Context: an optimization exercise on an open-source flow, tuned for small area, a short achievable clock period and few clock cycles. The choices shown serve that exercise and are no tape-out recipe. RTL that was checked went through simulation tests only; none was proved equivalent to the original.

==> run a <==
==> flow/design.v (excerpt) <==
module gfMulTop(
    input  logic clk,
    input  logic rst,
    input  logic wbCyc,
    input  logic wbStb,
    input  logic wbWe,
    input  gfMulPkg::wbAdrT wbAdr,
    input  gfMulPkg::wbDataT wbDatW,
    output gfMulPkg::wbDataT wbDatR,
    output logic wbAck,
    output logic irq
);
    logic startReq;
    logic lastStep;
    gfMulPkg::operandT opA;
    gfMulPkg::operandT opB;
    logic [7:0] wrB;
    gfMulPkg::digitsT stepDigits;
    gfMulPkg::termT stepTerm;
    gfMulPkg::productT stepOut;
    wbRegBank regBank0 (
        .clk      (clk),
        .rst      (rst),
        .wbCyc    (wbCyc),
        .wbStb    (wbStb),
        .wbWe     (wbWe),
        .wbAdr    (wbAdr),
        .wbDatW   (wbDatW),
        .wbDatR   (wbDatR),
        .wbAck    (wbAck),
        .irq      (irq),
        .startReq (startReq),
        .opA      (opA),
        .opB      (opB),
        .wrB      (wrB),
        .lastStep (lastStep),
        .stepOut  (stepOut)
    );
    karatsubaSeq seq0 (
        .clk        (clk),
        .rst        (rst),
        .startReq   (startReq),
        .opB        (opB),
        .wrB        (wrB),
        .wbDatW     (wbDatW),
        .lastStep   (lastStep),
        .stepDigits (stepDigits),
        .stepTerm   (stepTerm),
  ...
clock: 6.5 ns
lec_check: 0
cap_margin: 20
core_margin: 2
core_utilization: 40
cts_cluster_diameter: 100
cts_cluster_size: 22
setup_slack_margin: 3.5
slew_margin: 20
synth_hierarchical: 1
standard.sh (not shown) runs the stock make flow with config.mk's settings and CLKGATE_MAP_FILE= SYNTH_SCRIPT=/design/flow/synth_recipe.tcl, a recipe that flattens the netlist after the stock synthesis.
==> flow/flow/run.sh <==
#!/bin/bash
# The standard layout, with plain buffers (instead of the delay cells the
# default picks) on the ports.
set -euo pipefail
export BUFFER_PORTS_ARGS="-buffer_cell sky130_fd_sc_hd__buf_4"
bash standard.sh > standard.log 2>&1
==> inputs of run b, as changes to run a <==
--- a/flow/design.v
+++ b/flow/design.v
@@ -110,28 +110,28 @@
     input  logic startReq,                    
     input  gfMulPkg::operandT opB,
     input  logic [7:0] wrB,                   
     input  gfMulPkg::wbDataT wbDatW,
     output logic lastStep,                    
     output gfMulPkg::digitsT stepDigits,      
     input  gfMulPkg::termT stepTerm,          
-    output gfMulPkg::productT stepOut
+    output gfMulPkg::productT acc             
 );
     localparam int DIG = gfMulPkg::DIG;
     localparam int STEPS = gfMulPkg::STEPS;
     logic run;                     
     logic [STEPS-3:0] pos;         
     logic selTop;
     gfMulPkg::digitsT digReg;      
     gfMulPkg::digitsT digEarly;
     gfMulPkg::digitsT digSecond;
     gfMulPkg::digitsT digNext;
     logic [gfMulPkg::PARTS-1:0] wrTop;
     gfMulPkg::digitsT datTop;
-    gfMulPkg::productT acc;
+    gfMulPkg::productT stepOut;
     function automatic gfMulPkg::digitsT digitsAt(input gfMulPkg::operandT b, input int i);
         gfMulPkg::digitsT r;
         for (int p = 0; p < gfMulPkg::PARTS; p++) begin
             r[p*DIG +: DIG] = b[p*gfMulPkg::PART_W + i*DIG +: DIG];
         end
         digitsAt = r;
     endfunction
@@ -262,21 +262,22 @@
     output logic wbAck,
     output logic irq,
     output logic startReq,
     output logic [7:0] wrB,           
     output gfMulPkg::operandT opA,
     output gfMulPkg::operandT opB,
     input  logic lastStep,
-    input  gfMulPkg::productT stepOut
+    input  gfMulPkg::productT acc             
 );
     localparam int DW = 32;
     logic newReq;
     logic busyF;         
     logic doneF;
     logic fin1;          
+    logic fin2;          
     logic prodValid;     
     logic [7:0] wrA;
     logic [7:0] ldA;
     logic [7:0] ldB;
     gfMulPkg::wbDataT ldDat;
     logic [7:0] selA;
     logic [7:0] selB;
@@ -310,27 +311,29 @@
     always_ff @(posedge clk) begin
         if (rst) begin
             wbAck <= 1'b0;
             irq <= 1'b0;
             busyF <= 1'b0;
             doneF <= 1'b0;
             fin1 <= 1'b0;
+            fin2 <= 1'b0;
             prodValid <= 1'b0;
         end else begin
             wbAck <= newReq;
             fin1 <= lastStep;
-            irq <= fin1;
+            fin2 <= fin1;
+            irq <= fin2;
             if (startReq) begin
                 busyF <= 1'b1;
                 doneF <= 1'b0;
-            end else if (fin1) begin
+            end else if (fin2) begin
                 busyF <= 1'b0;
                 doneF <= 1'b1;
             end
-            if (lastStep) begin
+            if (fin1) begin
                 prodValid <= 1'b1;
             end
         end
     end
     always_ff @(posedge clk) begin
         for (int i = 0; i < 8; i++) begin
             if (ldA[i]) begin
@@ -338,27 +341,27 @@
             end
             if (ldB[i]) begin
                 opB[i*DW +: DW] <= ldDat;
             end
         end
     end
     always_ff @(posedge clk) begin
-        if (lastStep) begin
-            prodReg <= stepOut;
+        if (fin1) begin
+            prodReg <= acc;
         end
     end
     rdSelect rd0 (
         .selA    (selA),
         .selB    (selB),
         .selP    (selP),
         .selStat (selStat),
         .opA     (opA),
         .opB     (opB),
         .prodReg (prodReg),
-        .status  ({doneF | fin1, busyF & ~fin1}),
+        .status  ({doneF | fin2, busyF & ~fin2}),
         .rd      (rdNext)
     );
     always_ff @(posedge clk) begin
         rdData <= rdNext;
     end
     assign wbDatR = rdData;
 endmodule
@@ -378,15 +381,15 @@
     logic startReq;
     logic lastStep;
     gfMulPkg::operandT opA;
     gfMulPkg::operandT opB;
     logic [7:0] wrB;
     gfMulPkg::digitsT stepDigits;
     gfMulPkg::termT stepTerm;
-    gfMulPkg::productT stepOut;
+    gfMulPkg::productT acc;
     wbRegBank regBank0 (
         .clk      (clk),
         .rst      (rst),
         .wbCyc    (wbCyc),
         .wbStb    (wbStb),
         .wbWe     (wbWe),
         .wbAdr    (wbAdr),
@@ -395,27 +398,27 @@
         .wbAck    (wbAck),
         .irq      (irq),
         .startReq (startReq),
         .opA      (opA),
         .opB      (opB),
         .wrB      (wrB),
         .lastStep (lastStep),
-        .stepOut  (stepOut)
+        .acc      (acc)
     );
     karatsubaSeq seq0 (
         .clk        (clk),
         .rst        (rst),
         .startReq   (startReq),
         .opB        (opB),
         .wrB        (wrB),
         .wbDatW     (wbDatW),
         .lastStep   (lastStep),
         .stepDigits (stepDigits),
         .stepTerm   (stepTerm),
-        .stepOut    (stepOut)
+        .acc        (acc)
     );
     clMulCore core0 (
         .a (opA),
         .d (stepDigits),
         .t (stepTerm)
     );
 endmodule
--- a/flow/config.mk
+++ b/flow/config.mk
@@ -6,10 +6,10 @@
 export NUM_CORES = 4
 export LEC_CHECK = 0
 export CAP_MARGIN = 20
 export CORE_MARGIN = 2
 export CORE_UTILIZATION = 40
 export CTS_CLUSTER_DIAMETER = 100
 export CTS_CLUSTER_SIZE = 22
-export SETUP_SLACK_MARGIN = 3.5
+export SETUP_SLACK_MARGIN = 3.8
 export SLEW_MARGIN = 20
 export SYNTH_HIERARCHICAL = 1
==> inputs of run c, as changes to run a <==
--- a/flow/design.v
+++ b/flow/design.v
@@ -110,28 +110,28 @@
     input  logic startReq,                    
     input  gfMulPkg::operandT opB,
     input  logic [7:0] wrB,                   
     input  gfMulPkg::wbDataT wbDatW,
     output logic lastStep,                    
     output gfMulPkg::digitsT stepDigits,      
     input  gfMulPkg::termT stepTerm,          
-    output gfMulPkg::productT stepOut
+    output gfMulPkg::productT acc             
 );
     localparam int DIG = gfMulPkg::DIG;
     localparam int STEPS = gfMulPkg::STEPS;
     logic run;                     
     logic [STEPS-3:0] pos;         
     logic selTop;
     gfMulPkg::digitsT digReg;      
     gfMulPkg::digitsT digEarly;
     gfMulPkg::digitsT digSecond;
     gfMulPkg::digitsT digNext;
     logic [gfMulPkg::PARTS-1:0] wrTop;
     gfMulPkg::digitsT datTop;
-    gfMulPkg::productT acc;
+    gfMulPkg::productT stepOut;
     function automatic gfMulPkg::digitsT digitsAt(input gfMulPkg::operandT b, input int i);
         gfMulPkg::digitsT r;
         for (int p = 0; p < gfMulPkg::PARTS; p++) begin
             r[p*DIG +: DIG] = b[p*gfMulPkg::PART_W + i*DIG +: DIG];
         end
         digitsAt = r;
     endfunction
@@ -262,21 +262,22 @@
     output logic wbAck,
     output logic irq,
     output logic startReq,
     output logic [7:0] wrB,           
     output gfMulPkg::operandT opA,
     output gfMulPkg::operandT opB,
     input  logic lastStep,
-    input  gfMulPkg::productT stepOut
+    input  gfMulPkg::productT acc             
 );
     localparam int DW = 32;
     logic newReq;
     logic busyF;         
     logic doneF;
     logic fin1;          
+    logic fin2;          
     logic prodValid;     
     logic [7:0] wrA;
     logic [7:0] ldA;
     logic [7:0] ldB;
     gfMulPkg::wbDataT ldDat;
     logic [7:0] selA;
     logic [7:0] selB;
@@ -310,27 +311,29 @@
     always_ff @(posedge clk) begin
         if (rst) begin
             wbAck <= 1'b0;
             irq <= 1'b0;
             busyF <= 1'b0;
             doneF <= 1'b0;
             fin1 <= 1'b0;
+            fin2 <= 1'b0;
             prodValid <= 1'b0;
         end else begin
             wbAck <= newReq;
             fin1 <= lastStep;
-            irq <= fin1;
+            fin2 <= fin1;
+            irq <= fin2;
             if (startReq) begin
                 busyF <= 1'b1;
                 doneF <= 1'b0;
-            end else if (fin1) begin
+            end else if (fin2) begin
                 busyF <= 1'b0;
                 doneF <= 1'b1;
             end
-            if (lastStep) begin
+            if (fin1) begin
                 prodValid <= 1'b1;
             end
         end
     end
     always_ff @(posedge clk) begin
         for (int i = 0; i < 8; i++) begin
             if (ldA[i]) begin
@@ -338,27 +341,27 @@
             end
             if (ldB[i]) begin
                 opB[i*DW +: DW] <= ldDat;
             end
         end
     end
     always_ff @(posedge clk) begin
-        if (lastStep) begin
-            prodReg <= stepOut;
+        if (fin1) begin
+            prodReg <= acc;
         end
     end
     rdSelect rd0 (
         .selA    (selA),
         .selB    (selB),
         .selP    (selP),
         .selStat (selStat),
         .opA     (opA),
         .opB     (opB),
         .prodReg (prodReg),
-        .status  ({doneF | fin1, busyF & ~fin1}),
+        .status  ({doneF | fin2, busyF & ~fin2}),
         .rd      (rdNext)
     );
     always_ff @(posedge clk) begin
         rdData <= rdNext;
     end
     assign wbDatR = rdData;
 endmodule
@@ -378,15 +381,15 @@
     logic startReq;
     logic lastStep;
     gfMulPkg::operandT opA;
     gfMulPkg::operandT opB;
     logic [7:0] wrB;
     gfMulPkg::digitsT stepDigits;
     gfMulPkg::termT stepTerm;
-    gfMulPkg::productT stepOut;
+    gfMulPkg::productT acc;
     wbRegBank regBank0 (
         .clk      (clk),
         .rst      (rst),
         .wbCyc    (wbCyc),
         .wbStb    (wbStb),
         .wbWe     (wbWe),
         .wbAdr    (wbAdr),
@@ -395,27 +398,27 @@
         .wbAck    (wbAck),
         .irq      (irq),
         .startReq (startReq),
         .opA      (opA),
         .opB      (opB),
         .wrB      (wrB),
         .lastStep (lastStep),
-        .stepOut  (stepOut)
+        .acc      (acc)
     );
     karatsubaSeq seq0 (
         .clk        (clk),
         .rst        (rst),
         .startReq   (startReq),
         .opB        (opB),
         .wrB        (wrB),
         .wbDatW     (wbDatW),
         .lastStep   (lastStep),
         .stepDigits (stepDigits),
         .stepTerm   (stepTerm),
-        .stepOut    (stepOut)
+        .acc        (acc)
     );
     clMulCore core0 (
         .a (opA),
         .d (stepDigits),
         .t (stepTerm)
     );
 endmodule
==> flow/config.mk (replaced) <==
export PLATFORM = sky130hd
export DESIGN_NAME = gfMulTop
export DESIGN_NICKNAME = gfMulTop
export VERILOG_FILES = /design/flow/design.v
export SDC_FILE = /design/flow/constraint.sdc
export NUM_CORES = 4
export LEC_CHECK = 0
export CAP_MARGIN = 20
export CORE_MARGIN = 2
export CORE_UTILIZATION = 50
export CTS_CLUSTER_DIAMETER = 100
export CTS_CLUSTER_SIZE = 22
export SETUP_SLACK_MARGIN = 3.8
export SLEW_MARGIN = 20
export SYNTH_HIERARCHICAL = 1
==> impl_summary.txt <==
----------------------------------------------------
[Run status]
  Outcome ... timing/DRC/antenna clean

[Final layout]
  End-of-flow core utilization ... 0.437
  Non-filler instance count after layout ... between 9k and 10k
  Commonest cells after routing, fill and taps aside ... sky130_fd_sc_hd__nand2_1 (1916), sky130_fd_sc_hd__xnor2_1 (1349), sky130_fd_sc_hd__edfxtp_1 (1023)

[CTS]
  # clock sinks ... ~1.6k
  Number of setup buffers added after CTS ... between 50 and 60

[Timing]
  Highest Clock Rate ... about 0.32 GHz

[Placed design]
  Placer's final routability congestion estimate ... 1.01

----------------------------------------------------
the above is filed under run a

==> impl_summary.txt <==
----------------------------------------------------
[Final layout]
  Non-filler instance count after layout ... 9523
  Commonest cells after routing, fill and taps aside ... sky130_fd_sc_hd__nand2_1 (1915), sky130_fd_sc_hd__xnor2_1 (1398), sky130_fd_sc_hd__edfxtp_1 (1023)
  End-of-flow core utilization ... 0.436

[Routing]
  Detailed-routing iteration count for the pre-antenna-repair pass ... 8

[Die]
  Initial cell density of the core ... 0.401

[Run status]
  Outcome ... timing/DRC/antenna clean

[CTS]
  # clock sinks ... about 1.6k

----------------------------------------------------
the above is filed under run b

==> impl_summary.txt <==
----------------------------------------------------
[Final layout]
  Commonest cells after routing, fill and taps aside ... sky130_fd_sc_hd__nand2_1 (1915), sky130_fd_sc_hd__xnor2_1 (1395), sky130_fd_sc_hd__edfxtp_1 (1023)
  Non-filler instance count after layout ... slightly above 9k

[Timing]
  Highest Clock Rate ... about 0.36 GHz

[Run status]
  Outcome ... timing/DRC/antenna clean

[CTS]
  Number of setup buffers added after CTS ... 35

[Placed design]
  Placer's final routability congestion estimate ... about 1.0

----------------------------------------------------
the above is filed under run c

Testbench counts of run b, summed over its fixed seeds: cycles 9,408.
Testbench counts of run c, summed over its fixed seeds: cycles 9,408.
Function not checked in run a: the RTL went through the layout flow alone.

-- static timing again, ports no longer ideal --
The flow's constraints put no driver on any port. The routed layouts listed below were extracted and timed again, unchanged, in two steps. Step 1 sets driving cells, clkbuf_16 on the clock port and buf_2 on the other inputs (assumed; they add their load-dependent delay and slew). Step 2 moves the port delays by t, midway between the first and last clock arrival at a register: inputs arrive t later, outputs are due t later. That takes back most of the time a late clock gives input paths. Slacks: no drivers / after step 1 / after step 2; pairs: no drivers / after step 1.
| run | t, ns | setup slack, ns | hold slack, ns | latest minus earliest clock arrival (ns) | worst register clock-pin slew, ns |
|---|---|---|---|---|---|
| run a | 0.843 | 3.337 / 3.337 / 2.663 | 0.467 / 0.467 / 0.467 | 0.040 / 0.040 | 0.11 / 0.11 |
| run b | 0.836 | 3.683 / 3.683 / 2.933 | 0.415 / 0.415 / 0.415 | 0.047 / 0.046 | 0.10 / 0.10 |
| run c | 0.821 | 3.720 / 3.712 / 2.904 | 0.412 / 0.412 / 0.412 | 0.032 / 0.032 | 0.10 / 0.10 |
After both steps every run listed still meets setup and hold. For run c, which loses most, drivers alone change the setup slack by -0.008 ns; drivers and shift together by -0.816 ns.
